This design comes from an exercise in tuning for small area on the open sky130 flow, not from production work.
The RTL was checked by simulation tests, not by an equivalence proof against the original design.
Power is estimated from default activity; no workload was simulated.

Design coeff_bank, start of the top module:
module coeff_bank (
  input  logic         clk,
  input  logic         rst,
  input  logic         clk_enable,
  input  logic         i_wr_en,
  input  logic [5:0]   i_wr_addr,
  input  logic [15:0]  i_wr_data,
  input  logic         i_coeffs_en,
  input  logic [5:0]   i_rd_addr,
  output logic [15:0]  o_rd_data,
  output logic         o_swap_done,
  output logic         o_dirty,
  output logic [5:0]   o_wr_count,
  output logic         o_addr_err
);
Size: about 2200 cells after synthesis, ~1300 flip-flops, roughly 58 I/O pins.
==> module coeff_slot, before the edit <==
module coeff_slot (
  input  logic   clk,
  input  logic   shadow_en,               
  input  eq_coeff_pkg::coeff_t shadow_d,
  input  logic   swap_en,                 
  output eq_coeff_pkg::coeff_t active
);
  eq_coeff_pkg::coeff_t shadow;
  always_ff @(posedge clk) begin
    if (shadow_en) shadow <= shadow_d;
    if (swap_en)   active <= shadow;
  end
endmodule
==> module coeff_bank, before the edit <==
module coeff_bank (
  input  logic         clk,
  input  logic         rst,
  input  logic         clk_enable,
  input  logic         i_wr_en,
  input  logic [5:0]   i_wr_addr,
  input  logic [15:0]  i_wr_data,
  input  logic         i_coeffs_en,
  input  logic [5:0]   i_rd_addr,
  output logic [15:0]  o_rd_data,
  output logic         o_swap_done,
  output logic         o_dirty,
  output logic [5:0]   o_wr_count,
  output logic         o_addr_err
);
  localparam eq_coeff_pkg::addr_t DEPTH_A   = eq_coeff_pkg::addr_t'(eq_coeff_pkg::DEPTH);
  localparam eq_coeff_pkg::addr_t COUNT_MAX = '1;
  eq_coeff_pkg::coeff_t active [eq_coeff_pkg::DEPTH];
  eq_coeff_pkg::coeff_t rd_mux;
  eq_coeff_pkg::coeff_t d_zero;    
  eq_coeff_pkg::coeff_t d_unity;   
  logic   wr_valid;
  logic   rd_valid;
  logic   wr_ok;
  logic   swap_en;
  logic   active_init;
  assign wr_valid = i_wr_addr < DEPTH_A;
  assign rd_valid = i_rd_addr < DEPTH_A;
  assign wr_ok    = i_wr_en && wr_valid;
  assign swap_en  = rst && clk_enable && i_coeffs_en;
  assign d_zero  = rst ? i_wr_data : '0;
  assign d_unity = rst ? i_wr_data : eq_coeff_pkg::UNITY;
  for (genvar k = 0; k < eq_coeff_pkg::DEPTH; k++) begin : g_slot
    localparam bit IS_B0 = (k % eq_coeff_pkg::COEFFS_PER_BAND) == int'(eq_coeff_pkg::IDX_B0);
    coeff_slot u_slot (
      .clk       (clk),
      .shadow_en (!rst || (clk_enable && wr_ok && (i_wr_addr == eq_coeff_pkg::addr_t'(k)))),
      .shadow_d  (IS_B0 ? d_unity : d_zero),
      .swap_en   (swap_en),
      .active    (active[k])
    );
  end
  always_comb begin
    rd_mux = '0;
    if (rd_valid) begin
      if (active_init) begin
        if ((i_rd_addr % eq_coeff_pkg::COEFFS_PER_BAND) == int'(eq_coeff_pkg::IDX_B0))
          rd_mux = eq_coeff_pkg::UNITY;
      end else begin
        rd_mux = active[i_rd_addr];
      end
    end
  end
  always_ff @(posedge clk) begin
    if (!rst) begin
      active_init <= 1'b1;
      o_rd_data   <= '0;
      o_swap_done <= 1'b0;
      o_dirty     <= 1'b0;
      o_wr_count  <= '0;
      o_addr_err  <= 1'b0;
    end else if (clk_enable) begin
      if (i_coeffs_en) active_init <= 1'b0;
      o_rd_data   <= rd_mux;
      o_swap_done <= i_coeffs_en;
      if ((i_wr_en && !wr_valid) || !rd_valid) o_addr_err <= 1'b1;
      if (i_coeffs_en) begin
        o_dirty    <= wr_ok;
        o_wr_count <= wr_ok ? eq_coeff_pkg::addr_t'(1) : '0;
      end else if (wr_ok) begin
        o_dirty <= 1'b1;
        if (o_wr_count != COUNT_MAX) o_wr_count <= o_wr_count + eq_coeff_pkg::addr_t'(1);
      end
    end
  end
endmodule
make LEC_CHECK=0 CAP_MARGIN=20 CORE_MARGIN=2 CORE_UTILIZATION=50 PLACE_DENSITY=0.65 SLEW_MARGIN=20 finish   # period 4.0 ns
run.sh (not shown) runs the stock make flow with config.mk's settings and CLKGATE_MAP_FILE= SYNTH_SCRIPT=/design/flow/synth_recipe.tcl, a recipe that flattens the netlist after the stock synthesis.
The baseline finished but failed the layout checks on negative setup slack.
Then changed:
--- a/flow/design.v
+++ b/flow/design.v
@@ -16,15 +16,24 @@
   } coeff_idx_e;
 endpackage
-module coeff_slot (
+module coeff_slot #(
+  parameter eq_coeff_pkg::coeff_t INIT = '0
+) (
   input  logic   clk,
-  input  logic   shadow_en,               
-  input  eq_coeff_pkg::coeff_t shadow_d,
-  input  logic   swap_en,                 
+  input  logic   rst,
+  input  logic   clk_enable,
+  input  logic   wr_en,
+  input  eq_coeff_pkg::coeff_t wr_data,
+  input  logic   swap,
   output eq_coeff_pkg::coeff_t active
 );
   eq_coeff_pkg::coeff_t shadow;
   always_ff @(posedge clk) begin
-    if (shadow_en) shadow <= shadow_d;
-    if (swap_en)   active <= shadow;
+    if (!rst) begin
+      shadow <= INIT;
+      active <= INIT;
+    end else if (clk_enable) begin
+      if (wr_en) shadow <= wr_data;
+      if (swap)  active <= shadow;
+    end
   end
 endmodule
@@ -48,41 +57,28 @@
   eq_coeff_pkg::coeff_t active [eq_coeff_pkg::DEPTH];
   eq_coeff_pkg::coeff_t rd_mux;
-  eq_coeff_pkg::coeff_t d_zero;    
-  eq_coeff_pkg::coeff_t d_unity;   
   logic   wr_valid;
   logic   rd_valid;
   logic   wr_ok;
-  logic   swap_en;
-  logic   active_init;
   assign wr_valid = i_wr_addr < DEPTH_A;
   assign rd_valid = i_rd_addr < DEPTH_A;
   assign wr_ok    = i_wr_en && wr_valid;
-  assign swap_en  = rst && clk_enable && i_coeffs_en;
-  assign d_zero  = rst ? i_wr_data : '0;
-  assign d_unity = rst ? i_wr_data : eq_coeff_pkg::UNITY;
   for (genvar k = 0; k < eq_coeff_pkg::DEPTH; k++) begin : g_slot
-    localparam bit IS_B0 = (k % eq_coeff_pkg::COEFFS_PER_BAND) == int'(eq_coeff_pkg::IDX_B0);
-    coeff_slot u_slot (
-      .clk       (clk),
-      .shadow_en (!rst || (clk_enable && wr_ok && (i_wr_addr == eq_coeff_pkg::addr_t'(k)))),
-      .shadow_d  (IS_B0 ? d_unity : d_zero),
-      .swap_en   (swap_en),
-      .active    (active[k])
+    localparam eq_coeff_pkg::coeff_t INIT = ((k % eq_coeff_pkg::COEFFS_PER_BAND) == int'(eq_coeff_pkg::IDX_B0)) ? eq_coeff_pkg::UNITY : '0;
+    coeff_slot #(.INIT(INIT)) u_slot (
+      .clk        (clk),
+      .rst        (rst),
+      .clk_enable (clk_enable),
+      .wr_en      (wr_ok && (i_wr_addr == eq_coeff_pkg::addr_t'(k))),
+      .wr_data    (i_wr_data),
+      .swap       (i_coeffs_en),
+      .active     (active[k])
     );
   end
   always_comb begin
     rd_mux = '0;
-    if (rd_valid) begin
-      if (active_init) begin
-        if ((i_rd_addr % eq_coeff_pkg::COEFFS_PER_BAND) == int'(eq_coeff_pkg::IDX_B0))
-          rd_mux = eq_coeff_pkg::UNITY;
-      end else begin
-        rd_mux = active[i_rd_addr];
-      end
-    end
+    if (rd_valid) rd_mux = active[i_rd_addr];
   end
   always_ff @(posedge clk) begin
     if (!rst) begin
-      active_init <= 1'b1;
       o_rd_data   <= '0;
       o_swap_done <= 1'b0;
@@ -91,5 +87,4 @@
       o_addr_err  <= 1'b0;
     end else if (clk_enable) begin
-      if (i_coeffs_en) active_init <= 1'b0;
       o_rd_data   <= rd_mux;
       o_swap_done <= i_coeffs_en;
Result: This time the run completed without violations. Register-to-register slack is better by 0.06 ns. Die area came out higher by about a fifth. Combinational power came out higher by a little under a tenth. Design area came out higher by roughly a tenth. Setup slack is better by 0.58 ns. Sequential power came out lower by about a fifth. Via count came out higher by well over a third. Wire length came out higher by well over a third. Total power came out lower by a few percent. Count of clock-buffer cells in the layout came out higher by 44. Global-route usage came out higher by 16 points. Hold slack is better by 0.020 ns. Area after synthesis came out higher by about a fifth. Synthesized cell count came out higher to 3.0 times its value.

## static timing again, ports no longer ideal
How much do the figures lean on ideal ports? The routed layouts below were timed once more, with nothing changed but the port constraints. Step 1, drivers: a clkbuf_16 drives clk and a buf_2 each remaining input, both assumed. Step 2, shift: input delay + t, output delay - t, t = (earliest + latest rising clock arrival at the registers) / 2. This alone moves slack from input paths to output paths. Three values: no drivers, after step 1, after step 2; two values: the first two.
| run | t, ns | setup slack, ns | hold slack, ns | worst data-port slew with drivers (ns) | pins driven straight from the clock port |
|---|---|---|---|---|---|
| the first run | 0.762 | -0.010 / 0.026 / -0.736 | 0.396 / 0.396 / 0.396 | 0.07 | 1 |
| the second run | 0.829 | 0.570 / 0.623 / -0.205 | 0.416 / 0.357 / 0.455 | 0.05 | 1 |
With both steps, setup timing fails in the second run, where it was met with ideal ports. The setup slack of the second run, which loses most, moves by +0.053 ns with the drivers and by -0.775 ns with both steps.
